What follows belongs to an exercise in optimizing a design on an open flow for small area, a short achievable clock period and few clock cycles per item; a production flow would make more cautious choices. Function was checked by simulation only, so behaviour that the tests miss may differ from the original. Power and IR drop assume default switching activity.

[design/flow/design.v]
`default_nettype none
package sat_pkg;
    typedef logic [2:0] op_t;
    typedef logic [2:0] rc_t;
    localparam op_t OP_CLEAR  = 3'd0;
    localparam op_t OP_ADD    = 3'd1;
    localparam op_t OP_BEGIN  = 3'd2;
    localparam op_t OP_REPORT = 3'd3;
    localparam op_t OP_TICK   = 3'd4;
    localparam op_t OP_CANCEL = 3'd5;
    localparam op_t OP_REMOVE = 3'd6;
    localparam rc_t RC_OK      = 3'd0;
    localparam rc_t RC_WINDOW  = 3'd1;
    localparam rc_t RC_UNKNOWN = 3'd2;
    localparam rc_t RC_DUP     = 3'd3;
    localparam rc_t RC_FULL    = 3'd4;
    localparam rc_t RC_BADIDX  = 3'd5;
    localparam int CFG_IDX_W = 8;
    localparam int CFG_DATA_W = 16;
    localparam logic [CFG_IDX_W-1:0] CFG_TIMEOUT     = 8'd0;
    localparam logic [CFG_IDX_W-1:0] CFG_ACCEPT_CODE = 8'd1;
    localparam logic [15:0] TIMEOUT_RESET = 16'd8;
    localparam logic [7:0]  ACCEPT_RESET  = 8'd0;
    typedef struct packed {
        op_t         op;
        logic [63:0] node_iid;
        logic [7:0]  report_status;
        logic [5:0]  entry_index;
    } sat_req_t;
    typedef struct packed {
        rc_t        result_code;
        logic [6:0] member_count;
        logic       window_open;
        logic       admission_done;
        logic [6:0] accepted_total;
        logic [6:0] rejected_total;
        logic [6:0] silent_total;
        logic       table_empty;
        logic [5:0] match_index;
    } sat_rsp_t;
    typedef enum logic [2:0] {
        ST_IDLE,
        ST_EXEC,
        ST_FIND,
        ST_SHIFT,
        ST_COMPACT,
        ST_FINISH
    } state_t;
endpackage
`default_nettype wire
`default_nettype none
module sat_id_ram #(
    parameter int DEPTH = 16
) (
    input  wire logic             clk,
    input  wire logic [DEPTH-1:0] we,
    input  wire logic [63:0]      wdata,
    input  wire logic [63:0]      key,
    output logic      [DEPTH-1:0] match
);
    logic [63:0] mem [DEPTH];
    always_ff @(posedge clk)
    begin
        for (int i = 0; i < DEPTH; i++)
        begin
            if (we[i])
            begin
                mem[i] <= wdata;
            end
        end
    end
    always_comb
    begin
        for (int i = 0; i < DEPTH; i++)
        begin
            match[i] = mem[i] == key;
        end
    end
endmodule
`default_nettype wire
`default_nettype none
module sat_ctrl #(
    parameter int MAX_ENTRIES = 16
) (
    input  wire logic              clk,
    input  wire logic              rst_n,
    input  wire logic              req_valid,
    output logic                   req_ready,
    input  wire sat_pkg::sat_req_t req,
    output logic                   rsp_valid,
    input  wire logic              rsp_ready,
    output sat_pkg::sat_rsp_t      rsp,
    input  wire logic [15:0]       timeout_ticks,
    input  wire logic [7:0]        accepted_code
);
    localparam int N  = MAX_ENTRIES;
    localparam int AW = (N > 1) ? $clog2(N) : 1;
    localparam int CW = $clog2(N + 1);
    localparam int NP = N * (N - 1) / 2;
    localparam logic [CW-1:0] FULL_COUNT = CW'(N);
    function automatic int pidx(input int p, input int q);
        pidx = p * N - (p * (p + 1)) / 2 + (q - p - 1);
    endfunction
    logic [N-1:0]  occ_reg, rep_reg, acc_reg;
    logic [NP-1:0] ord_reg;
    logic [CW-1:0] count_reg, nacc_reg, nrej_reg;
    logic          window_reg;
    logic [15:0]   countdown_reg;
    logic          walking_reg;
    logic [N-1:0]  wv_reg;
    logic [AW-1:0] wk_reg;
    logic          r_valid;
    sat_pkg::op_t  r_op;
    logic [N-1:0]  r_match;
    logic [N-1:0]  r_slot;
    logic          r_eq;
    logic [5:0]    r_idx;
    logic              rsp_valid_reg;
    sat_pkg::sat_rsp_t rsp_reg;
    logic          r_add, r_may_free;
    logic [N-1:0]  occ_c, free_c, slot_in;
    logic          cons_full, stall_add;
    logic          rsp_free, go, adv, fire;
    logic [N-1:0]  we, match_in;
    logic          walk_more;
    assign r_add      = r_valid && r_op == sat_pkg::OP_ADD;
    assign r_may_free = r_valid && (r_op == sat_pkg::OP_CLEAR || r_op == sat_pkg::OP_REPORT ||
                                    r_op == sat_pkg::OP_TICK || r_op == sat_pkg::OP_REMOVE);
    assign occ_c      = occ_reg | (r_add ? r_slot : '0);
    assign free_c     = ~occ_c;
    assign cons_full  = ~|free_c;
    always_comb
    begin
        for (int i = 0; i < N; i++)
        begin
            slot_in[i] = free_c[i];
            for (int j = 0; j < i; j++)
            begin
                slot_in[i] = slot_in[i] & ~free_c[j];
            end
        end
    end
    assign stall_add = (req.op == sat_pkg::OP_ADD) && cons_full && r_may_free;
    assign rsp_free  = !rsp_valid_reg || rsp_ready;
    assign go        = r_valid && rsp_free;
    assign adv       = go && !walk_more;
    assign req_ready = (!r_valid || adv) && !stall_add;
    assign fire      = req_valid && req_ready;
    assign we        = (fire && req.op == sat_pkg::OP_ADD) ? slot_in : '0;
    sat_id_ram #(
        .DEPTH (N)
    ) u_ids (
        .clk   (clk),
        .we    (we),
        .wdata (req.node_iid),
        .key   (req.node_iid),
        .match (match_in)
    );
    always_ff @(posedge clk or negedge rst_n)
    begin
        if (!rst_n)
        begin
            r_valid <= 1'b0;
        end
        else if (fire)
        begin
            r_valid <= 1'b1;
        end
        else if (adv)
        begin
            r_valid <= 1'b0;
        end
    end
    always_ff @(posedge clk)
    begin
        if (fire)
        begin
            r_op    <= req.op;
            r_match <= match_in;
            r_slot  <= slot_in;
            r_eq    <= req.report_status == accepted_code;
            r_idx   <= req.entry_index;
        end
    end
    logic          is_clear, is_add, is_begin, is_report, is_tick, is_cancel, is_remove;
    logic [N-1:0]  sel, win, before_win;
    logic          any, rep_w, acc_w;
    logic          rep_ok, dup, one_left, close_rep, close_tick, close;
    logic [CW-1:0] nacc_u, nrej_u, sil_u;
    logic [N-1:0]  acc_u;
    logic          bad_idx, full, add_ok, rm_now;
    logic [AW-1:0] rr;
    logic [AW-1:0] rank;
    assign is_clear  = r_op == sat_pkg::OP_CLEAR;
    assign is_add    = r_op == sat_pkg::OP_ADD;
    assign is_begin  = r_op == sat_pkg::OP_BEGIN;
    assign is_report = r_op == sat_pkg::OP_REPORT;
    assign is_tick   = r_op == sat_pkg::OP_TICK;
    assign is_cancel = r_op == sat_pkg::OP_CANCEL;
    assign is_remove = r_op == sat_pkg::OP_REMOVE;
    assign sel = occ_reg & (is_remove ? ~wv_reg : r_match);
    always_comb
    begin
        for (int p = 0; p < N; p++)
        begin
            win[p] = sel[p];
            for (int q = 0; q < N; q++)
            begin
                if (q < p)
                begin
                    win[p] = win[p] & (~sel[q] | ~ord_reg[pidx(q, p)]);
                end
                else if (q > p)
                begin
                    win[p] = win[p] & (~sel[q] | ord_reg[pidx(p, q)]);
                end
            end
        end
        for (int q = 0; q < N; q++)
        begin
            before_win[q] = 1'b0;
            for (int p = 0; p < N; p++)
            begin
                if (q < p)
                begin
                    before_win[q] = before_win[q] | (win[p] & ord_reg[pidx(q, p)]);
                end
                else if (q > p)
                begin
                    before_win[q] = before_win[q] | (win[p] & ~ord_reg[pidx(p, q)]);
                end
            end
            before_win[q] = before_win[q] & occ_reg[q];
        end
        rank = '0;
        for (int q = 0; q < N; q++)
        begin
            rank = rank + AW'(before_win[q]);
        end
    end
    assign any        = |sel;
    assign rep_w      = |(win & rep_reg);
    assign acc_w      = |(win & acc_reg);
    assign rep_ok     = is_report && window_reg && any && !rep_w;
    assign dup        = is_report && window_reg && any && rep_w;
    assign one_left   = {1'b0, nacc_reg} + {1'b0, nrej_reg} + 1'b1 == {1'b0, count_reg};
    assign close_rep  = rep_ok && one_left;
    assign close_tick = is_tick && window_reg && countdown_reg <= 16'd1;
    assign close      = close_rep || close_tick;
    assign nacc_u     = nacc_reg + CW'(rep_ok && r_eq);
    assign nrej_u     = nrej_reg + CW'(rep_ok && !r_eq);
    assign sil_u      = count_reg - nacc_u - nrej_u;
    assign acc_u      = acc_reg | ((rep_ok && r_eq) ? win : '0);
    assign bad_idx   = r_idx >= 6'(count_reg);
    assign full      = count_reg == FULL_COUNT;
    assign add_ok    = is_add && !full;
    assign rr        = walking_reg ? wk_reg : r_idx[AW-1:0];
    assign rm_now    = is_remove && !bad_idx && rr == '0;
    assign walk_more = is_remove && !bad_idx && rr != '0;
    logic [N-1:0]  occ_next, rep_next, acc_next;
    logic [NP-1:0] ord_next;
    logic [CW-1:0] count_next, nacc_next, nrej_next;
    logic          window_next;
    logic [15:0]   countdown_next;
    sat_pkg::rc_t  rc;
    always_comb
    begin
        occ_next       = occ_reg;
        rep_next       = rep_reg;
        acc_next       = acc_reg;
        ord_next       = ord_reg;
        count_next     = count_reg;
        nacc_next      = nacc_reg;
        nrej_next      = nrej_reg;
        window_next    = window_reg;
        countdown_next = countdown_reg;
        rc             = sat_pkg::RC_OK;
        if (is_clear)
        begin
            occ_next    = '0;
            count_next  = '0;
            nacc_next   = '0;
            nrej_next   = '0;
            window_next = 1'b0;
        end
        if (is_add)
        begin
            if (full)
            begin
                rc = sat_pkg::RC_FULL;
            end
            else
            begin
                occ_next   = occ_reg | r_slot;
                rep_next   = rep_reg & ~r_slot;
                acc_next   = acc_reg & ~r_slot;
                count_next = count_reg + 1'b1;
                for (int p = 0; p < N; p++)
                begin
                    for (int q = p + 1; q < N; q++)
                    begin
                        if (r_slot[q])
                        begin
                            ord_next[pidx(p, q)] = 1'b1;
                        end
                        else if (r_slot[p])
                        begin
                            ord_next[pidx(p, q)] = 1'b0;
                        end
                    end
                end
            end
        end
        if (is_begin)
        begin
            rep_next       = '0;
            acc_next       = '0;
            nacc_next      = '0;
            nrej_next      = '0;
            window_next    = 1'b1;
            countdown_next = (timeout_ticks == '0) ? 16'd1 : timeout_ticks;
        end
        if (is_report)
        begin
            if (!window_reg)
            begin
                rc = sat_pkg::RC_WINDOW;
            end
            else if (!any)
            begin
                rc = sat_pkg::RC_UNKNOWN;
            end
            else if (rep_w)
            begin
                rc = sat_pkg::RC_DUP;
            end
            else
            begin
                rep_next  = rep_reg | win;
                acc_next  = acc_u;
                nacc_next = nacc_u;
                nrej_next = nrej_u;
            end
        end
        if (is_tick && window_reg)
        begin
            countdown_next = countdown_reg - 16'd1;
        end
        if (close)
        begin
            occ_next    = occ_reg & acc_u;
            count_next  = nacc_u;
            nacc_next   = nacc_u;
            nrej_next   = '0;
            window_next = 1'b0;
        end
        if (is_cancel)
        begin
            window_next = 1'b0;
        end
        if (is_remove)
        begin
            if (bad_idx)
            begin
                rc = sat_pkg::RC_BADIDX;
            end
            else if (rm_now)
            begin
                occ_next   = occ_reg & ~win;
                count_next = count_reg - 1'b1;
                nacc_next  = nacc_reg - CW'(acc_w);
                nrej_next  = nrej_reg - CW'(rep_w && !acc_w);
            end
        end
    end
    always_ff @(posedge clk or negedge rst_n)
    begin
        if (!rst_n)
        begin
            occ_reg     <= '0;
            count_reg   <= '0;
            nacc_reg    <= '0;
            nrej_reg    <= '0;
            window_reg  <= 1'b0;
            walking_reg <= 1'b0;
            wv_reg      <= '0;
        end
        else if (go)
        begin
            if (adv)
            begin
                occ_reg    <= occ_next;
                count_reg  <= count_next;
                nacc_reg   <= nacc_next;
                nrej_reg   <= nrej_next;
                window_reg <= window_next;
            end
            walking_reg <= walk_more;
            wv_reg      <= walk_more ? (wv_reg | win) : '0;
        end
    end
    always_ff @(posedge clk)
    begin
        if (adv)
        begin
            rep_reg       <= rep_next;
            acc_reg       <= acc_next;
            ord_reg       <= ord_next;
            countdown_reg <= countdown_next;
        end
        if (go && walk_more)
        begin
            wk_reg <= rr - 1'b1;
        end
    end
    always_ff @(posedge clk or negedge rst_n)
    begin
        if (!rst_n)
        begin
            rsp_valid_reg <= 1'b0;
        end
        else if (adv)
        begin
            rsp_valid_reg <= 1'b1;
        end
        else if (rsp_ready)
        begin
            rsp_valid_reg <= 1'b0;
        end
    end
    always_ff @(posedge clk)
    begin
        if (adv)
        begin
            rsp_reg.result_code    <= rc;
            rsp_reg.member_count   <= 7'(count_next);
            rsp_reg.window_open    <= window_next;
            rsp_reg.admission_done <= close;
            rsp_reg.accepted_total <= close ? 7'(nacc_u) : '0;
            rsp_reg.rejected_total <= close ? 7'(nrej_u) : '0;
            rsp_reg.silent_total   <= close ? 7'(sil_u) : '0;
            rsp_reg.table_empty    <= (close && nacc_u == '0) ||
                                      (rm_now && count_reg == CW'(1));
            rsp_reg.match_index    <= (rep_ok || dup) ? 6'(rank) : '0;
        end
    end
    assign rsp_valid = rsp_valid_reg;
    assign rsp       = rsp_reg;
endmodule
`default_nettype wire
`default_nettype none
module session_admission_table_core #(
    parameter int MAX_ENTRIES = 16
) (
    input  wire logic                              clk,
    input  wire logic                              rst_n,
    input  wire logic                              req_valid,
    output logic                                   req_ready,
    input  wire sat_pkg::sat_req_t                 req,
    output logic                                   rsp_valid,
    input  wire logic                              rsp_ready,
    output sat_pkg::sat_rsp_t                      rsp,
    input  wire logic                              cfg_valid,
    output logic                                   cfg_ready,
    input  wire logic [sat_pkg::CFG_IDX_W-1:0]     cfg_index,
    input  wire logic [sat_pkg::CFG_DATA_W-1:0]    cfg_data
);
    logic [15:0] timeout_reg;
    logic [7:0]  accept_code_reg;
    assign cfg_ready = 1'b1;
    sat_ctrl #(
        .MAX_ENTRIES (MAX_ENTRIES)
    ) u_ctrl (
        .clk           (clk),
        .rst_n         (rst_n),
        .req_valid     (req_valid),
        .req_ready     (req_ready),
        .req           (req),
        .rsp_valid     (rsp_valid),
        .rsp_ready     (rsp_ready),
        .rsp           (rsp),
        .timeout_ticks (timeout_reg),
        .accepted_code (accept_code_reg)
    );
    always_ff @(posedge clk or negedge rst_n)
    begin
        if (!rst_n)
        begin
            timeout_reg     <= sat_pkg::TIMEOUT_RESET;
            accept_code_reg <= sat_pkg::ACCEPT_RESET;
        end
        else if (cfg_valid && cfg_ready)
        begin
            if (cfg_index == sat_pkg::CFG_TIMEOUT)
            begin
                timeout_reg <= cfg_data;
            end
            else if (cfg_index == sat_pkg::CFG_ACCEPT_CODE)
            begin
                accept_code_reg <= cfg_data[7:0];
            end
        end
    end
endmodule
`default_nettype wire
`default_nettype none
module sat_top (
    input  wire logic        clk,
    input  wire logic        rst_n,
    input  wire logic        req_valid,
    output logic             req_ready,
    input  wire logic [2:0]  req_op,
    input  wire logic [63:0] req_node_iid,
    input  wire logic [7:0]  req_report_status,
    input  wire logic [5:0]  req_entry_index,
    output logic             rsp_valid,
    input  wire logic        rsp_ready,
    output logic [2:0]       rsp_result_code,
    output logic [6:0]       rsp_member_count,
    output logic             rsp_window_open,
    output logic             rsp_admission_done,
    output logic [6:0]       rsp_accepted_total,
    output logic [6:0]       rsp_rejected_total,
    output logic [6:0]       rsp_silent_total,
    output logic             rsp_table_empty,
    output logic [5:0]       rsp_match_index,
    input  wire logic        cfg_valid,
    output logic             cfg_ready,
    input  wire logic [7:0]  cfg_index,
    input  wire logic [15:0] cfg_data
);
    sat_pkg::sat_req_t req;
    sat_pkg::sat_rsp_t rsp;
    assign req.op            = req_op;
    assign req.node_iid      = req_node_iid;
    assign req.report_status = req_report_status;
    assign req.entry_index   = req_entry_index;
    assign rsp_result_code    = rsp.result_code;
    assign rsp_member_count   = rsp.member_count;
    assign rsp_window_open    = rsp.window_open;
    assign rsp_admission_done = rsp.admission_done;
    assign rsp_accepted_total = rsp.accepted_total;
    assign rsp_rejected_total = rsp.rejected_total;
    assign rsp_silent_total   = rsp.silent_total;
    assign rsp_table_empty    = rsp.table_empty;
    assign rsp_match_index    = rsp.match_index;
    session_admission_table_core #(
        .MAX_ENTRIES (16)
    ) u_core (
        .clk       (clk),
        .rst_n     (rst_n),
        .req_valid (req_valid),
        .req_ready (req_ready),
        .req       (req),
        .rsp_valid (rsp_valid),
        .rsp_ready (rsp_ready),
        .rsp       (rsp),
        .cfg_valid (cfg_valid),
        .cfg_ready (cfg_ready),
        .cfg_index (cfg_index),
        .cfg_data  (cfg_data)
    );
endmodule
`default_nettype wire
[design/flow/run.sh]
#!/bin/bash
# synth_recipe.tcl (not shown) runs the flow's synth.tcl, then flattens the netlist and writes it again
# the make line also repeats each setting of config.mk as NAME=value (left out here)
make -C /OpenROAD-flow-scripts/flow DESIGN_CONFIG=/design/flow/config.mk WORK_HOME=/design/flow/orfs CLKGATE_MAP_FILE= SYNTH_SCRIPT=/design/flow/synth_recipe.tcl finish
[design/flow/config.mk]
export PLATFORM = sky130hd
export DESIGN_NAME = sat_top
export DESIGN_NICKNAME = sat_top
export VERILOG_FILES = /design/flow/design.v
export SDC_FILE = /design/flow/constraint.sdc
export NUM_CORES = 4
export LEC_CHECK = 0
export CAP_MARGIN = 20
export CORE_MARGIN = 2
export CORE_UTILIZATION = 40
export SLEW_MARGIN = 20
[design/flow/constraint.sdc]
create_clock -name core_clock -period 5.0 [get_ports {clk}]
set_input_delay 1.0000 -clock core_clock [delete_from_list [all_inputs] [get_ports {clk}]]
set_output_delay 1.0000 -clock core_clock [all_outputs]
set_load 0.01 [all_outputs]
==> summary.txt, run 1 <==
CP Capture Point=u_core.u_ctrl.rsp_reg[1]$_SDFFCE_PN0P_; syn_area_per_cell=around 14 sq um; Max-Cap Viols=0; # rows=144; Slew Limit Fails=0; fillers=~13000; Ports=approximately 150; DRT iter0 DRCs=~4000; worst hold path type=primary input to asynchronous set/reset pin; arrival time worst endpoint=about 6.8 ns; pwr dens=roughly 370 mW/mm^2; setup slack after layout=-1.24 ns; CTS clk-pin slew, worst paths=0.06 ns; leakage dissipation=between 20 and 30 nW; Mapped Area=between 0.06 and 0.07 sq mm; synthesis-stage register bit count=1343; Bufs on Longest Clock Path=3; count leader, synth=edfxtp_1; vias in the first global route=slightly above 40000; antenna viol nets, final=0; Rel. slew slack=between 20 and 30%; YS warnings=4; initial antenna violation count=14; Synth area leader=edfxtp_1; VDD IR-drop max=around 0.3 mV; Tot GR Track Use=~28%; die width=~400 microns; die area=approximately 0.16 sq mm; GRT overflow=0; Worst R2R End=u_core.u_ctrl.rsp_reg[1]$_SDFFCE_PN0P_; hold buffers post-CTS=0; Reg2Reg Setup Slack=-1.24 ns; Die Ht=approximately 400 microns; Synth top cells by count=1268 x edfxtp_1, 1038 x xor2_1, 374 x nor2_1; Synth Flop Type=edfxtp_1; final setup vio count=7; vias per cell=~5.6; FFs w/ async S/R, synth=5.58%; Critical Path RT=about 5.5 ns; Root Buffer=clkbuf_16; startpoint types=flop; endpoints failing hold=0; sequential area share after synthesis=64.7%; H-tree Lvls=4; clock latency at the later pin of the worst-skew pair=about 0.82 ns; final wirelength=between 200000 and 250000 microns; setup TNS=-5.74 ns; Final Wtd Congestion=approximately 1.1; dpl cells=between 7000 and 8000; Post-route DRC=0; count of cell types in the netlist=86; Initial Utilization=about two fifths; clk_skew=approximately 0.087 ns; Core Box Area=around 0.15 sq mm; global-route wire length before repair=314000 microns; Area contributors post-synth=edfxtp_1 62%, xor2_1 15%, dfrtp_1 3.0%; drt wl/cell=just over 30 microns; Peak Freq=between 150 and 200 MHz; layout check failures=setup timing; RSZ-0062 raised after global routing=true; total CTS buffers=146; Setup CP Type=flop to flop; pin count of the biggest net entering global routing=65; Sink Count=between 1000 and 1500; Max FO, Critical Path=16; final cell count without fillers=between 7000 and 8000; drt pass-1 iters=8; FF-to-FF path depth=24; Largest register FFs=between 1000 and 1500; Slew @ Worst Pin=roughly 1.1 ns; Area growth syn-to-layout=23.1%; layout cells sized above 1=a little over a fifth; status=failed layout checks; CTS tree=done; Post-synth EDFFs=1268; Tmin final=around 6.2 ns; Buffers on Ports=roughly 140; Pwr Total=0.0282 W; worst flop-to-flop path startpoint=u_core.u_ctrl.r_op[0]$_DFFE_PP_; CP endpoint kind=flop; crit share post-route=125%; vias=around 42000; DP HPWL=approximately 160000 microns; top-area cell type share of the netlist area=between 60% and 70%; Synth Instances=between 4000 and 5000; CP startpoint=u_core.u_ctrl.r_op[0]$_DFFE_PP_; # nets final=approximately 5400
## worst min-delay path by stage
| stage | endpoint | from | depth (start not counted) | slack, ns |
|---|---|---|---|---|
| 2_1_floorplan | u_core.u_ctrl.ord_reg[0]$_SDFFCE_PP1P_ | u_core.u_ctrl.r_slot[1]$_DFFE_PP_ | 0 | 0.42 |
| 3_3_place_gp | u_core.u_ctrl.wv_reg[2]$_DFFE_PN0P_ | u_core.u_ctrl.wv_reg[2]$_DFFE_PN0P_ | 2 | 0.48 |
| 3_5_place_dp | u_core.u_ctrl.wv_reg[4]$_DFFE_PN0P_ | u_core.u_ctrl.wv_reg[4]$_DFFE_PN0P_ | 2 | 0.48 |
| 4_1_cts | u_core.timeout_reg[10]$_DFFE_PN0P_ | rst_n | 1 | 0.16 |
| 5_1_grt | u_core.timeout_reg[10]$_DFFE_PN0P_ | rst_n | 1 | 0.20 |
| 6_report | u_core.timeout_reg[10]$_DFFE_PN0P_ | rst_n | 1 | 0.21 |
## report_power, final
group	internal, W	switching, W	leakage, nW	total, W
combinational	0.00180	0.00278	12.6	0.00458
clock	0.00591	0.00469	2.27	0.0106
sequential	0.0127	0.000322	12.5	0.0130
total	0.0204	0.00779	27.3	0.0282
## what timing repair did
item | 4_1_cts | 5_1_grt
endpoints found under the setup margin | 12 | 15
gates cloned | 3 | 0
pin swaps | 34 | 7
resized for setup | 73 | 38
setup buffers | 22 | 3
## stage by stage
stage | cell area [sq um] | setup WS (ns) | hold slack (ns) | utilization [%]
3_3_place_gp | 70500 | -1.55 | 0.481 | 45.8
6_report | 76000 | -1.24 | 0.206 | 49.4
3_5_place_dp | 70500 | -1.50 | 0.484 | 45.8
5_1_grt | 76000 | -1.46 | 0.196 | 49.4
2_1_floorplan | 62200 | -0.725 | 0.424 | -
4_1_cts | 75800 | -1.21 | 0.164 | 49.3
## cell type report
cell class	count	area, sq um	area share [%]
Sequential cell	1343	40000	52.6
Clock buffer	188	3890	5.12
Tap cell	2044	2560	3.37
Timing Repair Buffer	866	7270	9.56
Multi-Input combinational cell	2806	21200	27.8
Inverter	89	337	0.443
Clock inverter	77	813	1.07
Antenna cell	2	5.00	0.00659
## critical path: stages (launching register included)
cell and delay, ns:
edfxtp_1 0.45, and3b_2 0.34, buf_12 0.18, o211ai_1 0.22
buf_4 0.23, buf_6 0.13, o22ai_1 0.14, nor4_1 0.07
buf_4 0.15, nand2_1 0.08, buf_6 0.17, buf_12 0.11
buf_4 0.10, o22ai_1 0.07, or3_4 0.38, o41ai_4 0.37
fa_1 0.46, fa_1 0.46, fa_1 0.49, inv_1 0.06
fa_1 0.56, ha_4 0.15, inv_2 0.03, fa_2 0.51
nor2_1 0.04
## layout by cell type, fill, tap and decap left out, types with 64 or more instances in the layout
cell and instances:
nand4_1 81, a21oi_1 116, nand2_1 84, dfrtp_1 74, clkdlybuf4s50_1 77, nor4_1 289
edfxtp_1 1268, clkbuf_16 147, buf_2 64, nor2_1 370, buf_4 660, xor2_1 1036
inv_1 84
## routing by layer
metal | routed length (microns) | GRT usage, % | vias up
met5 | 34 | 0 | -
met2 | 108000 | 46.6 | 1555
met1 | 93300 | 37.0 | 21300
met4 | 11300 | 12.4 | 6
met3 | 11800 | 4.01 | 402
li1 | - | - | 18300
## kinds of logic (layout without fill, tap and decap cells)
kind of cell,Yosys count,after routing,share of synthesized area [%]
adder cells (fa/ha/maj),50,50,1.20
AND/OR/NAND/NOR,1048,1048,8.82
multiplexers,44,44,0.799
XOR/XNOR,1071,1071,15.2
other,2,13,0.0122
AO/OA/AOI/OAI,582,582,6.78
flip-flops,1343,1343,64.7
buffers and inverters,383,1220,2.47
Testbench counts, summed over its fixed seeds: cycles 5,053, items 4,723.
==> run 2: changes to the inputs <==
--- a/design/flow/design.v
+++ b/design/flow/design.v
@@ -111,5 +111,5 @@
     logic [AW-1:0] wk_reg;
     logic          r_valid;
-    sat_pkg::op_t  r_op;
+    logic          r_clear, r_add, r_begin, r_report, r_tick, r_cancel, r_remove;
     logic [N-1:0]  r_match;
     logic [N-1:0]  r_slot;
@@ -118,5 +118,5 @@
     logic              rsp_valid_reg;
     sat_pkg::sat_rsp_t rsp_reg;
-    logic          r_add, r_may_free;
+    logic          r_may_free;
     logic [N-1:0]  occ_c, free_c, slot_in;
     logic          cons_full, stall_add;
@@ -124,8 +124,6 @@
     logic [N-1:0]  we, match_in;
     logic          walk_more;
-    assign r_add      = r_valid && r_op == sat_pkg::OP_ADD;
-    assign r_may_free = r_valid && (r_op == sat_pkg::OP_CLEAR || r_op == sat_pkg::OP_REPORT ||
-                                    r_op == sat_pkg::OP_TICK || r_op == sat_pkg::OP_REMOVE);
-    assign occ_c      = occ_reg | (r_add ? r_slot : '0);
+    assign r_may_free = r_valid && (r_clear || r_report || r_tick || r_remove);
+    assign occ_c      = occ_reg | ((r_valid && r_add) ? r_slot : '0);
     assign free_c     = ~occ_c;
     assign cons_full  = ~|free_c;
@@ -176,88 +174,91 @@
         if (fire)
         begin
-            r_op    <= req.op;
-            r_match <= match_in;
-            r_slot  <= slot_in;
-            r_eq    <= req.report_status == accepted_code;
-            r_idx   <= req.entry_index;
+            r_clear  <= req.op == sat_pkg::OP_CLEAR;
+            r_add    <= req.op == sat_pkg::OP_ADD;
+            r_begin  <= req.op == sat_pkg::OP_BEGIN;
+            r_report <= req.op == sat_pkg::OP_REPORT;
+            r_tick   <= req.op == sat_pkg::OP_TICK;
+            r_cancel <= req.op == sat_pkg::OP_CANCEL;
+            r_remove <= req.op == sat_pkg::OP_REMOVE;
+            r_match  <= match_in;
+            r_slot   <= slot_in;
+            r_eq     <= req.report_status == accepted_code;
+            r_idx    <= req.entry_index;
         end
     end
-    logic          is_clear, is_add, is_begin, is_report, is_tick, is_cancel, is_remove;
-    logic [N-1:0]  sel, win, before_win;
+    logic [N-1:0]  sel, first, win, before_win;
+    logic [AW-1:0] rank;
     logic          any, rep_w, acc_w;
-    logic          rep_ok, dup, one_left, close_rep, close_tick, close;
-    logic [CW-1:0] nacc_u, nrej_u, sil_u;
+    logic          found, rep_ok, one_left, close_rep, cd_last, close_tick, close;
+    logic          eq_ok, rej_ok;
     logic [N-1:0]  acc_u;
+    logic [CW-1:0] acc_total, rej_total, sil_total;
     logic          bad_idx, full, add_ok, rm_now;
     logic [AW-1:0] rr;
-    logic [AW-1:0] rank;
-    assign is_clear  = r_op == sat_pkg::OP_CLEAR;
-    assign is_add    = r_op == sat_pkg::OP_ADD;
-    assign is_begin  = r_op == sat_pkg::OP_BEGIN;
-    assign is_report = r_op == sat_pkg::OP_REPORT;
-    assign is_tick   = r_op == sat_pkg::OP_TICK;
-    assign is_cancel = r_op == sat_pkg::OP_CANCEL;
-    assign is_remove = r_op == sat_pkg::OP_REMOVE;
-    assign sel = occ_reg & (is_remove ? ~wv_reg : r_match);
+    assign sel = occ_reg & (r_remove ? ~wv_reg : r_match);
     always_comb
     begin
-        for (int p = 0; p < N; p++)
-        begin
-            win[p] = sel[p];
-            for (int q = 0; q < N; q++)
-            begin
-                if (q < p)
-                begin
-                    win[p] = win[p] & (~sel[q] | ~ord_reg[pidx(q, p)]);
-                end
-                else if (q > p)
-                begin
-                    win[p] = win[p] & (~sel[q] | ord_reg[pidx(p, q)]);
-                end
-            end
-        end
         for (int q = 0; q < N; q++)
         begin
-            before_win[q] = 1'b0;
+            first[q] = 1'b1;
             for (int p = 0; p < N; p++)
             begin
-                if (q < p)
+                if (p < q)
                 begin
-                    before_win[q] = before_win[q] | (win[p] & ord_reg[pidx(q, p)]);
+                    first[q] = first[q] & (~sel[p] | ~ord_reg[pidx(p, q)]);
                 end
-                else if (q > p)
+                else if (p > q)
                 begin
-                    before_win[q] = before_win[q] | (win[p] & ~ord_reg[pidx(p, q)]);
+                    first[q] = first[q] & (~sel[p] | ord_reg[pidx(q, p)]);
                 end
             end
-            before_win[q] = before_win[q] & occ_reg[q];
         end
-        rank = '0;
-        for (int q = 0; q < N; q++)
+    end
+    assign win        = sel & first;
+    assign before_win = occ_reg & ~sel & first;
+    always_comb
+    begin
+        logic [1:0] s2 [8];
+        logic [2:0] s4 [4];
+        logic [3:0] s8 [2];
+        for (int i = 0; i < 8; i++)
+        begin
+            s2[i] = {1'b0, before_win[2 * i]} + {1'b0, before_win[2 * i + 1]};
+        end
+        for (int i = 0; i < 4; i++)
+        begin
+            s4[i] = {1'b0, s2[2 * i]} + {1'b0, s2[2 * i + 1]};
+        end
+        for (int i = 0; i < 2; i++)
         begin
-            rank = rank + AW'(before_win[q]);
+            s8[i] = {1'b0, s4[2 * i]} + {1'b0, s4[2 * i + 1]};
         end
+        rank = s8[0] + s8[1];
     end
     assign any        = |sel;
     assign rep_w      = |(win & rep_reg);
     assign acc_w      = |(win & acc_reg);
-    assign rep_ok     = is_report && window_reg && any && !rep_w;
-    assign dup        = is_report && window_reg && any && rep_w;
+    assign found      = r_report && window_reg && any;
+    assign rep_ok     = found && !rep_w;
+    assign eq_ok      = rep_ok && r_eq;
+    assign rej_ok     = rep_ok && !r_eq;
     assign one_left   = {1'b0, nacc_reg} + {1'b0, nrej_reg} + 1'b1 == {1'b0, count_reg};
     assign close_rep  = rep_ok && one_left;
-    assign close_tick = is_tick && window_reg && countdown_reg <= 16'd1;
+    assign cd_last    = countdown_reg[15:1] == '0;
+    assign close_tick = r_tick && window_reg && cd_last;
     assign close      = close_rep || close_tick;
-    assign nacc_u     = nacc_reg + CW'(rep_ok && r_eq);
-    assign nrej_u     = nrej_reg + CW'(rep_ok && !r_eq);
-    assign sil_u      = count_reg - nacc_u - nrej_u;
-    assign acc_u      = acc_reg | ((rep_ok && r_eq) ? win : '0);
+    assign acc_u      = acc_reg | (eq_ok ? win : '0);
+    assign acc_total = close_rep ? (r_eq ? nacc_reg + 1'b1 : nacc_reg) :
+                       close_tick ? nacc_reg : '0;
+    assign rej_total = close_rep ? (r_eq ? nrej_reg : nrej_reg + 1'b1) :
+                       close_tick ? nrej_reg : '0;
+    assign sil_total = close_tick ? count_reg - nacc_reg - nrej_reg : '0;
     assign bad_idx   = r_idx >= 6'(count_reg);
     assign full      = count_reg == FULL_COUNT;
-    assign add_ok    = is_add && !full;
+    assign add_ok    = r_add && !full;
     assign rr        = walking_reg ? wk_reg : r_idx[AW-1:0];
-    assign rm_now    = is_remove && !bad_idx && rr == '0;
-    assign walk_more = is_remove && !bad_idx && rr != '0;
+    assign rm_now    = r_remove && !bad_idx && rr == '0;
+    assign walk_more = r_remove && !bad_idx && rr != '0;
     logic [N-1:0]  occ_next, rep_next, acc_next;
-    logic [NP-1:0] ord_next;
     logic [CW-1:0] count_next, nacc_next, nrej_next;
     logic          window_next;
@@ -269,5 +270,4 @@
         rep_next       = rep_reg;
         acc_next       = acc_reg;
-        ord_next       = ord_reg;
         count_next     = count_reg;
         nacc_next      = nacc_reg;
@@ -276,5 +276,5 @@
         countdown_next = countdown_reg;
         rc             = sat_pkg::RC_OK;
-        if (is_clear)
+        if (r_clear)
         begin
             occ_next    = '0;
@@ -284,5 +284,5 @@
             window_next = 1'b0;
         end
-        if (is_add)
+        if (r_add)
         begin
             if (full)
@@ -296,21 +296,7 @@
                 acc_next   = acc_reg & ~r_slot;
                 count_next = count_reg + 1'b1;
-                for (int p = 0; p < N; p++)
-                begin
-                    for (int q = p + 1; q < N; q++)
-                    begin
-                        if (r_slot[q])
-                        begin
-                            ord_next[pidx(p, q)] = 1'b1;
-                        end
-                        else if (r_slot[p])
-                        begin
-                            ord_next[pidx(p, q)] = 1'b0;
-                        end
-                    end
-                end
             end
         end
-        if (is_begin)
+        if (r_begin)
         begin
             rep_next       = '0;
@@ -321,5 +307,5 @@
             countdown_next = (timeout_ticks == '0) ? 16'd1 : timeout_ticks;
         end
-        if (is_report)
+        if (r_report)
         begin
             if (!window_reg)
@@ -335,13 +321,19 @@
                 rc = sat_pkg::RC_DUP;
             end
-            else
-            begin
-                rep_next  = rep_reg | win;
-                acc_next  = acc_u;
-                nacc_next = nacc_u;
-                nrej_next = nrej_u;
-            end
         end
-        if (is_tick && window_reg)
+        if (rep_ok)
+        begin
+            rep_next = rep_reg | win;
+            acc_next = acc_u;
+        end
+        if (eq_ok)
+        begin
+            nacc_next = nacc_reg + 1'b1;
+        end
+        if (rej_ok)
+        begin
+            nrej_next = nrej_reg + 1'b1;
+        end
+        if (r_tick && window_reg)
         begin
             countdown_next = countdown_reg - 16'd1;
@@ -350,14 +342,14 @@
         begin
             occ_next    = occ_reg & acc_u;
-            count_next  = nacc_u;
-            nacc_next   = nacc_u;
+            count_next  = acc_total;
+            nacc_next   = acc_total;
             nrej_next   = '0;
             window_next = 1'b0;
         end
-        if (is_cancel)
+        if (r_cancel)
         begin
             window_next = 1'b0;
         end
-        if (is_remove)
+        if (r_remove)
         begin
             if (bad_idx)
@@ -406,5 +398,4 @@
             rep_reg       <= rep_next;
             acc_reg       <= acc_next;
-            ord_reg       <= ord_next;
             countdown_reg <= countdown_next;
         end
@@ -414,4 +405,16 @@
         end
     end
+    logic [N-1:0] ord_set;
+    assign ord_set = (adv && add_ok) ? r_slot : '0;
+    always_ff @(posedge clk)
+    begin
+        for (int p = 0; p < N; p++)
+        begin
+            for (int q = p + 1; q < N; q++)
+            begin
+                ord_reg[pidx(p, q)] <= (ord_reg[pidx(p, q)] & ~ord_set[p]) | ord_set[q];
+            end
+        end
+    end
     always_ff @(posedge clk or negedge rst_n)
     begin
@@ -437,10 +440,10 @@
             rsp_reg.window_open    <= window_next;
             rsp_reg.admission_done <= close;
-            rsp_reg.accepted_total <= close ? 7'(nacc_u) : '0;
-            rsp_reg.rejected_total <= close ? 7'(nrej_u) : '0;
-            rsp_reg.silent_total   <= close ? 7'(sil_u) : '0;
-            rsp_reg.table_empty    <= (close && nacc_u == '0) ||
+            rsp_reg.accepted_total <= 7'(acc_total);
+            rsp_reg.rejected_total <= 7'(rej_total);
+            rsp_reg.silent_total   <= 7'(sil_total);
+            rsp_reg.table_empty    <= (close && acc_total == '0) ||
                                       (rm_now && count_reg == CW'(1));
-            rsp_reg.match_index    <= (rep_ok || dup) ? 6'(rank) : '0;
+            rsp_reg.match_index    <= found ? 6'(rank) : '0;
         end
     end
==> run 2 against run 1 <==
Still fails the layout checks on setup timing. Clock power about the same. Final area fell by 5.4%. Critical path depth fell by 6. Combinational power up 94%. Sequential share of layout area up 1.5 points. Setup slack gained 0.97 ns. Via count down 6.2%. Hold slack improved by 0.16 ns. Sequential power rose by 12%. Synthesized cell count shrank 2.9%. Critical path type unchanged. Critical endpoint unchanged. Largest power group unchanged. Highest routed layer unchanged.
==> summary.txt, run 2 <==
Bufs on Longest Clock Path=3 (unchanged); drt wl/cell=28.9 microns (was 30.2 microns); slowest stage cell, crit path=fa_2 (was fa_1); Synth area leader=edfxtp_1 (unchanged); sequential area share after synthesis=65.1% (was 64.7%); Pwr Total=0.0343 W (was 0.0282 W); CP endpoint kind=flop (unchanged); most frequent cells in the layout=1152 x edfxtp_1, 1034 x xor2_1, 467 x buf_4 (was 1268 x edfxtp_1, 1036 x xor2_1, 660 x buf_4); Die Ht=390 microns (was 397 microns); sequential group share of total power=42.3% (was 46.2%); die area=0.152 sq mm (was 0.157 sq mm); Root Buffer=clkbuf_16 (unchanged); clk_skew=0.0470 ns (was 0.0868 ns); Area contributors post-synth=edfxtp_1 58%, xor2_1 15%, dfxtp_1 4.0% (was edfxtp_1 62%, xor2_1 15%, dfrtp_1 3.0%); placed cell area=0.0663 sq mm (was 0.0705 sq mm); Synth Instances=4390 (was 4523); leakage dissipation=26.4 nW (was 27.3 nW); RSZ-0062 raised after global routing=true (unchanged); syn_area_per_cell=13.6 sq um (about the same); worst hold path type=primary input to asynchronous set/reset pin (unchanged); count of cell types in the netlist=90 (was 86); count leader, synth=edfxtp_1 (unchanged); Sink Count=1347 (was 1343); Rel. slew slack=24.1% (was 25.3%); drt pass-1 iters=6 (was 8); Synth top cells by count=1152 x edfxtp_1, 1034 x xor2_1, 354 x nand2_1 (was 1268 x edfxtp_1, 1038 x xor2_1, 374 x nor2_1); # nets final=5111 (was 5412); H-tree Lvls=4 (unchanged); clock latency at the later pin of the worst-skew pair=0.79 ns (was 0.82 ns); Comb pwr share=26.0% (was 16.2%); pin count of the biggest net entering global routing=65 (unchanged); hold buffers post-CTS=0 (unchanged); worst flop-to-flop path startpoint=u_core.u_ctrl.r_remove$_DFFE_PP_ (was u_core.u_ctrl.r_op[0]$_DFFE_PP_); CTS tree=done (unchanged); pwr dens=477 mW/mm^2 (was 371 mW/mm^2); # rows=141 (was 144); synthesis-stage register bit count=1347 (was 1343); FFs w/ async S/R, synth=5.57% (was 5.58%); FF-to-FF path depth=18 (was 24); Setup CP Type=flop to flop (unchanged); vias per cell=5.56 (was 5.60); vias in the first global route=37600 (was 40200); Final Cell Area=0.0719 sq mm (was 0.0760 sq mm); top-area cell type share of the netlist area=58.0% (was 61.7%); endpoints failing hold=0 (unchanged); Post-synth EDFFs=1152 (was 1268); Buffers on Ports=141 (unchanged); vias=39000 (was 41500); Slew @ Worst Pin=1.14 ns (was 1.11 ns); DP HPWL=142000 microns (was 164000 microns); Tot GR Track Use=26.3% (was 28.2%); VDD IR-drop max=0.336 mV (was 0.304 mV); Post-route DRC=0 (unchanged); global-route wire length before repair=284000 microns (was 314000 microns); DRT iter0 DRCs=4240 (was 4072); CTS clk-pin slew, worst paths=0.06 ns (about the same); Area growth syn-to-layout=20.4% (was 23.1%); Initial Utilization=40.3% (was 40.2%); critical path, cell by cell=buf_6 -> buf_16 -> nand2b_4 -> a21bo_4 -> o22ai_2 -> or4_4 -> nor4_2 -> buf_4 -> fa_1 -> inv_1 -> fa_1 -> fa_2 -> inv_2 -> fa_1 -> ha_2 -> inv_2 -> fa_2 -> nor2_1 (was and3b_2 -> buf_12 -> o211ai_1 -> buf_4 -> buf_6 -> o22ai_1 -> nor4_1 -> buf_4 -> nand2_1 -> buf_6 -> buf_12 -> buf_4 -> o22ai_1 -> or3_4 -> o41ai_4 -> fa_1 -> fa_1 -> fa_1 -> inv_1 -> fa_1 -> ha_4 -> inv_2 -> fa_2 -> nor2_1); Sw Share=32.1% (was 27.6%); Max-Cap Viols=0 (unchanged); crit share post-route=105% (was 125%); CP most frequent cell=fa_1 (unchanged); Synth Flop Type=edfxtp_1 (unchanged); Reg2Reg Setup Slack=-0.27 ns (was -1.24 ns); status=failed layout checks (unchanged); Final Wtd Congestion=0.992 (was 1.05); commonest non-fill, non-tap cell in the layout=edfxtp_1 (unchanged); Power Internal=0.0233 W (was 0.0204 W); layout check failures=setup timing (unchanged); Core Box Area=0.148 sq mm (was 0.154 sq mm); Peak Freq=190 MHz (was 160 MHz); CP max stage delay=0.55 ns (was 0.56 ns); setup TNS=-0.723 ns (was -5.74 ns); Largest register FFs=1024 (unchanged); Worst R2R End=u_core.u_ctrl.rsp_reg[1]$_SDFFCE_PN0P_ (unchanged); antenna viol nets, final=0 (unchanged); Mapped Area=0.0597 sq mm (was 0.0617 sq mm); layout cells sized above 1=18.9% (was 21.5%); startpoint types=flop (unchanged); setup slack after layout=-0.271 ns (was -1.24 ns); Max FO, Critical Path=5 (was 16); Tmin final=5.27 ns (was 6.24 ns); Critical Path RT=5.53 ns (about the same); YS warnings=7 (was 4); final setup vio count=3 (was 7); arrival time worst endpoint=5.80 ns (was 6.77 ns); clock network power share=31.7% (was 37.6%); GRT overflow=0 (unchanged); net switching power=0.0110 W (was 0.00779 W); final wirelength=202000 microns (was 224000 microns); initial antenna violation count=9 (was 14); total CTS buffers=148 (was 146); die width=390 microns (was 397 microns); Slew Limit Fails=0 (unchanged); Ports=153 (unchanged)
-- run 2: kinds of logic after synthesis --
logic type	synth area share, %
DFF	65.1
and+or+nand+nor	9.55
xor gates and xnor gates	15.6
AOI/OAI and AO/OA	5.75
buffers and inverters	2.04
adders and majority gates	1.22
muxes	0.677
other	0.0126
-- run 2: per-stage QoR --
stage                     setup slack (ns)  cells  hold WS (ns)  utilization (%)
after floorplan                     -0.730   4399         0.428                -
after global placement              -0.773   6718         0.439             44.8
after detailed placement            -0.712   6718         0.457             44.8
after CTS                           -0.164   6998         0.346             48.4
after global routing                -0.390   7002         0.385             48.6
final                               -0.271   7006         0.362             48.6
-- run 2: cell type report --
type	count	area, sq um
fillers	13000	76100
flip-flops and latches	1347	38900
multi-input cells	2752	20400
repair buffers	644	5200
clock buffers	184	3900
well taps	1930	2410
clock inverters	85	885
inverters	59	224
diodes	5	12.5
-- run 2: worst max-delay path by stage --
stage	start	end	slack, ns
global placement	u_core.u_ctrl.r_remove$_DFFE_PP_	u_core.u_ctrl.rsp_reg[2]$_SDFFCE_PN0P_	-0.77
detailed placement	u_core.u_ctrl.r_remove$_DFFE_PP_	u_core.u_ctrl.rsp_reg[2]$_SDFFCE_PN0P_	-0.71
floorplan	u_core.u_ctrl.count_reg[1]$_DFFE_PN0P_	u_core.u_ctrl.u_ids.mem[11][0]$_DFFE_PP_	-0.73
CTS	u_core.u_ctrl.r_remove$_DFFE_PP_	u_core.u_ctrl.rsp_reg[1]$_SDFFCE_PN0P_	-0.16
finish	u_core.u_ctrl.r_remove$_DFFE_PP_	u_core.u_ctrl.rsp_reg[1]$_SDFFCE_PN0P_	-0.27
global route	u_core.u_ctrl.r_remove$_DFFE_PP_	u_core.u_ctrl.rsp_reg[3]$_SDFFCE_PN0P_	-0.39
-- run 2: metal layers --
metal | GRT usage [%] | share of wire [%]
met4 | 10.0 | 4.2
met3 | 3.54 | 6.2
met2 | 43.0 | 47
met1 | 35.7 | 42
met5 | 0 | 0.013
-- run 2: power by group through the flow --
stage	Combinational, W	Sequential (W)	Clock, W
3_3_place_gp	0.00830	0.0147	0
3_5_place_dp	0.00832	0.0146	0
4_1_cts	0.00871	0.0145	0.0110
5_1_grt	0.00953	0.0145	0.0114
6_report	0.00890	0.0145	0.0109
2_1_floorplan	0.00422	0.0142	0
-- run 2: critical path: cells and delay by family (launching register included) --
family	cells	cell delay [ns]
flops	1	0.51
buf+inv	6	0.68
fa+ha+maj	6	2.67
simple gates	4	0.95
compound gates	2	0.22
-- run 2: timing repair --
action / 4_1_cts / 5_1_grt
pin swaps: 34 / 11
setup endpoints to repair: 6 / 7
gates resized for setup: 92 / 37
gates cloned: 2 / 1
setup buffers: 9 / 4
Testbench counts of run 2, summed over its fixed seeds: cycles 5,053, items 4,723.
==> run 3: changes to the inputs <==
--- a/design/flow/design.v
+++ b/design/flow/design.v
@@ -121,5 +121,6 @@
     logic [N-1:0]  occ_c, free_c, slot_in;
     logic          cons_full, stall_add;
-    logic          rsp_free, go, adv, fire;
+    logic          rsp_free, s3_free, go, adv, fire;
+    logic          s3_valid;
     logic [N-1:0]  we, match_in;
     logic          walk_more;
@@ -141,5 +142,6 @@
     assign stall_add = (req.op == sat_pkg::OP_ADD) && cons_full && r_may_free;
     assign rsp_free  = !rsp_valid_reg || rsp_ready;
-    assign go        = r_valid && rsp_free;
+    assign s3_free   = !s3_valid || rsp_free;
+    assign go        = r_valid && s3_free;
     assign adv       = go && !walk_more;
     assign req_ready = (!r_valid || adv) && !stall_add;
@@ -188,5 +190,4 @@
     end
     logic [N-1:0]  sel, first, win, before_win;
-    logic [AW-1:0] rank;
     logic          any, rep_w, acc_w;
     logic          found, rep_ok, one_left, close_rep, cd_last, close_tick, close;
@@ -217,23 +218,4 @@
     assign win        = sel & first;
     assign before_win = occ_reg & ~sel & first;
-    always_comb
-    begin
-        logic [1:0] s2 [8];
-        logic [2:0] s4 [4];
-        logic [3:0] s8 [2];
-        for (int i = 0; i < 8; i++)
-        begin
-            s2[i] = {1'b0, before_win[2 * i]} + {1'b0, before_win[2 * i + 1]};
-        end
-        for (int i = 0; i < 4; i++)
-        begin
-            s4[i] = {1'b0, s2[2 * i]} + {1'b0, s2[2 * i + 1]};
-        end
-        for (int i = 0; i < 2; i++)
-        begin
-            s8[i] = {1'b0, s4[2 * i]} + {1'b0, s4[2 * i + 1]};
-        end
-        rank = s8[0] + s8[1];
-    end
     assign any        = |sel;
     assign rep_w      = |(win & rep_reg);
@@ -417,12 +399,68 @@
         end
     end
+    sat_pkg::sat_rsp_t s3_rsp;
+    logic              s3_found;
+    logic [N-1:0]      s3_before;
+    logic [AW-1:0]     rank;
     always_ff @(posedge clk or negedge rst_n)
     begin
         if (!rst_n)
         begin
-            rsp_valid_reg <= 1'b0;
+            s3_valid <= 1'b0;
         end
         else if (adv)
         begin
+            s3_valid <= 1'b1;
+        end
+        else if (rsp_free)
+        begin
+            s3_valid <= 1'b0;
+        end
+    end
+    always_ff @(posedge clk)
+    begin
+        if (adv)
+        begin
+            s3_rsp.result_code    <= rc;
+            s3_rsp.member_count   <= 7'(count_next);
+            s3_rsp.window_open    <= window_next;
+            s3_rsp.admission_done <= close;
+            s3_rsp.accepted_total <= 7'(acc_total);
+            s3_rsp.rejected_total <= 7'(rej_total);
+            s3_rsp.silent_total   <= 7'(sil_total);
+            s3_rsp.table_empty    <= (close && acc_total == '0) ||
+                                     (rm_now && count_reg == CW'(1));
+            s3_rsp.match_index    <= '0;
+            s3_found              <= found;
+            s3_before             <= before_win;
+        end
+    end
+    always_comb
+    begin
+        logic [1:0] s2 [8];
+        logic [2:0] s4 [4];
+        logic [3:0] s8 [2];
+        for (int i = 0; i < 8; i++)
+        begin
+            s2[i] = {1'b0, s3_before[2 * i]} + {1'b0, s3_before[2 * i + 1]};
+        end
+        for (int i = 0; i < 4; i++)
+        begin
+            s4[i] = {1'b0, s2[2 * i]} + {1'b0, s2[2 * i + 1]};
+        end
+        for (int i = 0; i < 2; i++)
+        begin
+            s8[i] = {1'b0, s4[2 * i]} + {1'b0, s4[2 * i + 1]};
+        end
+        rank = s8[0] + s8[1];
+    end
+    always_ff @(posedge clk or negedge rst_n)
+    begin
+        if (!rst_n)
+        begin
+            rsp_valid_reg <= 1'b0;
+        end
+        else if (s3_valid && rsp_free)
+        begin
             rsp_valid_reg <= 1'b1;
         end
@@ -434,16 +472,8 @@
     always_ff @(posedge clk)
     begin
-        if (adv)
+        if (s3_valid && rsp_free)
         begin
-            rsp_reg.result_code    <= rc;
-            rsp_reg.member_count   <= 7'(count_next);
-            rsp_reg.window_open    <= window_next;
-            rsp_reg.admission_done <= close;
-            rsp_reg.accepted_total <= 7'(acc_total);
-            rsp_reg.rejected_total <= 7'(rej_total);
-            rsp_reg.silent_total   <= 7'(sil_total);
-            rsp_reg.table_empty    <= (close && acc_total == '0) ||
-                                      (rm_now && count_reg == CW'(1));
-            rsp_reg.match_index    <= found ? 6'(rank) : '0;
+            rsp_reg             <= s3_rsp;
+            rsp_reg.match_index <= s3_found ? 6'(rank) : '0;
         end
     end
==> run 3 against run 2 <==
Now clean on timing, DRC and antenna. Highest routed layer is now met4. Fmax increased by 16%. Critical endpoint is now u_core.u_ctrl.occ_reg[0]$_DFFE_PN0P_. Synthesized cell count is 2.7% higher. Global-route usage decreased by 2.5 points. Combinational power shrank 11%. Die area up 3.1%. Sequential cell count increased by 44. Setup slack improved by 0.72 ns. Clock skew is 0.023 ns higher.
==> summary.txt, run 3 <==
status=complete, no violations (was failed layout checks); Tmin final=4.55 ns (was 5.27 ns); vias in the first global route=36700 (was 37600); count leader, synth=edfxtp_1 (unchanged); Final Cell Area=0.0711 sq mm (was 0.0719 sq mm); Synth Flop Type=edfxtp_1 (unchanged); arrival time worst endpoint=5.26 ns (was 5.80 ns); final setup vio count=0 (was 3); setup TNS=0 ns (was -0.723 ns); count of cell types in the netlist=101 (was 90); Reg2Reg Setup Slack=0.45 ns (was -0.27 ns); worst flop-to-flop path startpoint=u_core.u_ctrl.r_remove$_DFFE_PP_ (unchanged); clk_skew=0.0704 ns (was 0.0470 ns); Sink Count=1391 (was 1347); CP max stage delay=0.65 ns (was 0.55 ns); CTS clk-pin slew, worst paths=0.06 ns (about the same); placed cell area=0.0664 sq mm (was 0.0663 sq mm); clock latency at the later pin of the worst-skew pair=0.81 ns (was 0.79 ns); CP endpoint kind=flop (unchanged); # nets final=4992 (was 5111); Slew @ Worst Pin=1.18 ns (was 1.14 ns); pwr dens=476 mW/mm^2 (was 477 mW/mm^2); # rows=143 (was 141); Post-synth EDFFs=1195 (was 1152); startpoint types=flop (unchanged); DRT iter0 DRCs=3753 (was 4240); Final Wtd Congestion=0.941 (was 0.992); vias per cell=5.40 (was 5.56); synthesis-stage register bit count=1391 (was 1347); H-tree Lvls=4 (unchanged); pin count of the biggest net entering global routing=72 (was 65); Worst R2R End=u_core.u_ctrl.occ_reg[0]$_DFFE_PN0P_ (was u_core.u_ctrl.rsp_reg[1]$_SDFFCE_PN0P_); critical path, cell by cell=buf_12 -> buf_4 -> nor2b_1 -> o21ai_2 -> o2bb2ai_1 -> or4_1 -> buf_4 -> nor4b_1 -> a2111oi_2 -> and4_4 -> a21boi_4 -> inv_2 -> nor2_4 -> a21oi_2 -> a21oi_1 (was buf_6 -> buf_16 -> nand2b_4 -> a21bo_4 -> o22ai_2 -> or4_4 -> nor4_2 -> buf_4 -> fa_1 -> inv_1 -> fa_1 -> fa_2 -> inv_2 -> fa_1 -> ha_2 -> inv_2 -> fa_2 -> nor2_1); drt wl/cell=27.0 microns (was 28.9 microns); worst path bufs/invs=4 (was 6); die area=0.157 sq mm (was 0.152 sq mm); VDD IR-drop max=0.345 mV (was 0.336 mV); Synth Instances=4510 (was 4390); FF-to-FF path depth=15 (was 18); CP most frequent cell=buf_4 (was fa_1); Comb pwr share=23.4% (was 26.0%); clock network power share=31.1% (was 31.7%); Synth area leader=edfxtp_1 (unchanged); Ports=153 (unchanged); slowest stage cell, crit path=or4_1 (was fa_2); Slew Limit Fails=0 (unchanged); Post-route DRC=0 (unchanged); antenna viol nets, final=0 (unchanged); sequential group share of total power=45.6% (was 42.3%); Setup CP Type=flop to flop (unchanged); vias=37800 (was 39000); total CTS buffers=150 (was 148); Die Ht=396 microns (was 390 microns); sequential area share after synthesis=65.3% (was 65.1%); FFs w/ async S/R, synth=5.46% (was 5.57%); final wirelength=189000 microns (was 202000 microns); Max FO, Critical Path=33 (was 5); Synth top cells by count=1195 x edfxtp_1, 1032 x xor2_1, 341 x nand2_1 (was 1152 x edfxtp_1, 1034 x xor2_1, 354 x nand2_1); Rel. slew slack=21.0% (was 24.1%); Max-Cap Viols=0 (unchanged); worst hold path type=primary input to asynchronous set/reset pin (unchanged); endpoints failing hold=0 (unchanged); Buffers on Ports=141 (unchanged); DP HPWL=133000 microns (was 142000 microns); die width=396 microns (was 390 microns); Core Box Area=0.152 sq mm (was 0.148 sq mm); syn_area_per_cell=13.6 sq um (about the same); top-area cell type share of the netlist area=58.3% (was 58.0%); delay-heaviest family, CP=simple AND/OR/NAND/NOR gates (was adder cells); Mapped Area=0.0615 sq mm (was 0.0597 sq mm); Root Buffer=clkbuf_16 (unchanged); CTS tree=done (unchanged); most frequent cells in the layout=1195 x edfxtp_1, 1032 x xor2_1, 341 x nand2_1 (was 1152 x edfxtp_1, 1034 x xor2_1, 467 x buf_4); GRT overflow=0 (unchanged); Area contributors post-synth=edfxtp_1 58%, xor2_1 15%, dfxtp_1 3.9% (was edfxtp_1 58%, xor2_1 15%, dfxtp_1 4.0%); crit share post-route=91.1% (was 105%); Area growth syn-to-layout=15.6% (was 20.4%); Largest register FFs=1024 (unchanged); Initial Utilization=40.4% (was 40.3%); Peak Freq=220 MHz (was 190 MHz); Bufs on Longest Clock Path=3 (unchanged); drt pass-1 iters=6 (unchanged); layout cells sized above 1=13.0% (was 18.9%); net switching power=0.0109 W (was 0.0110 W); global-route wire length before repair=270000 microns (was 284000 microns); hold buffers post-CTS=0 (unchanged); Tot GR Track Use=23.8% (was 26.3%); Critical Path RT=5.71 ns (was 5.53 ns); RSZ-0062 raised after global routing=false (was true); Sw Share=32.1% (about the same); Power Internal=0.0230 W (was 0.0233 W); initial antenna violation count=2 (was 9); YS warnings=7 (unchanged); leakage dissipation=25.8 nW (was 26.4 nW); commonest non-fill, non-tap cell in the layout=edfxtp_1 (unchanged)
[run 3: cell types whose count changed after synthesis, sizes merged, moves of 11 or more]
cell / before / now
edfxtp: 1152 / 1195
nor2b: 5 / 58
a31oi: 23 / 10
a21oi: 133 / 164
a21bo: 13 / 0
nand2: 354 / 342
a22oi: 25 / 12
a21o: 49 / 60
buf: 55 / 69
o21ai: 83 / 114
[run 3: what timing repair did]
| action | 4_1_cts | 5_1_grt |
|---|---|---|
| resized for setup | 4 | 7 |
| endpoints found under the setup margin | 1 | 1 |
| setup buffers | 2 | 0 |
[run 3: metrics by stage]
stage	utilization (%)	setup WS [ns]	instances	total power, W	hold WS [ns]
2_1_floorplan	-	-0.492	4519	0.0199	0.400
3_3_place_gp	43.6	0.475	6709	0.0235	0.401
6_report	46.7	0.447	6985	0.0339	0.215
3_5_place_dp	43.6	0.382	6709	0.0235	0.405
4_1_cts	46.6	0.0172	6984	0.0341	0.226
5_1_grt	46.7	0.251	6984	0.0354	0.248
[run 3: metal layers]
layer	up-vias	track usage, %	routed length, microns
li1	17100	-	-
met2	1300	38.5	89200
met5	-	0	0
met1	19100	33.1	83400
met3	254	3.37	10100
met4	0	7.73	6010
[run 3: logic make-up (layout without fill, tap and decap cells)]
| family | Yosys count | after routing | synth area share, % |
|---|---|---|---|
| adder cells (fa/ha/maj) | 49 | 49 | 1.18 |
| buffers and inverters | 303 | 738 | 2.08 |
| AND/OR/NAND/NOR | 1142 | 1142 | 10.0 |
| multiplexers | 35 | 35 | 0.628 |
| flip-flops | 1391 | 1391 | 65.3 |
| AO/OA/AOI/OAI | 524 | 524 | 5.66 |
| XOR/XNOR | 1064 | 1064 | 15.1 |
| other | 2 | 12 | 0.0122 |
[run 3: area by class of cell]
cell class	instances	area, sq um
diodes	1	2.50
inverters	57	214
well taps	2030	2540
clock inverters	72	639
flip-flops and latches	1391	40200
fillers	13500	81300
multi-input cells	2825	20300
repair buffers	408	3260
clock buffers	201	3990
[run 3: worst max path at each step]
stage                                                start                                  endpoint  slack [ns]  depth (start not counted)
floorplan           u_core.u_ctrl.count_reg[1]$_DFFE_PN0P_  u_core.u_ctrl.u_ids.mem[11][0]$_DFFE_PP_       -0.49                         14
global placement          u_core.u_ctrl.r_remove$_DFFE_PP_      u_core.u_ctrl.occ_reg[4]$_DFFE_PN0P_        0.47                         14
detailed placement        u_core.u_ctrl.r_remove$_DFFE_PP_      u_core.u_ctrl.occ_reg[5]$_DFFE_PN0P_        0.38                         14
global route         u_core.u_ctrl.nrej_reg[0]$_DFFE_PN0P_     u_core.u_ctrl.occ_reg[11]$_DFFE_PN0P_        0.25                         15
CTS                   u_core.u_ctrl.occ_reg[2]$_DFFE_PN0P_                                 req_ready        0.02                          9
finish                    u_core.u_ctrl.r_remove$_DFFE_PP_      u_core.u_ctrl.occ_reg[0]$_DFFE_PN0P_        0.45                         15
[run 3: power by group through the flow]
stage                     Combinational (W)  Sequential (W)  Clock (W)
after floorplan                     0.00492          0.0149          0
after global placement              0.00784          0.0156          0
after detailed placement            0.00791          0.0156          0
after CTS                           0.00795          0.0154     0.0107
after global routing                0.00869          0.0155     0.0112
final                               0.00791          0.0154     0.0105
Testbench counts of run 3, summed over its fixed seeds: cycles 5,061, items 4,723.

## re-timing with driven ports
In the flow no input, the clock included, has a driving cell. The finished layouts below were timed again as built, in two steps.
Step 1: set_driving_cell puts a clkbuf_16 on clk and a buf_2 on each other input, an assumption about the parent block.
Step 2 adds t to the input delays and takes it off the output delays; t is the mean of the earliest and latest rising clock arrival at the registers after step 1. Input paths then give back, and output paths get back, about the clock's delay inside the block.
a / b / c = ideal ports / drivers / drivers and shift; a / b = the first two.
| run | t, ns | setup WS [ns] | worst data-port slew with drivers (ns) |
|---|---|---|---|
| run 1 | 0.861 | -1.245 / -1.245 / -1.245 | 0.19 |
| run 2 | 0.843 | -0.271 / -0.271 / -0.271 | 0.05 |
| run 3 | 0.851 | 0.447 / 0.447 / 0.447 | 0.06 |
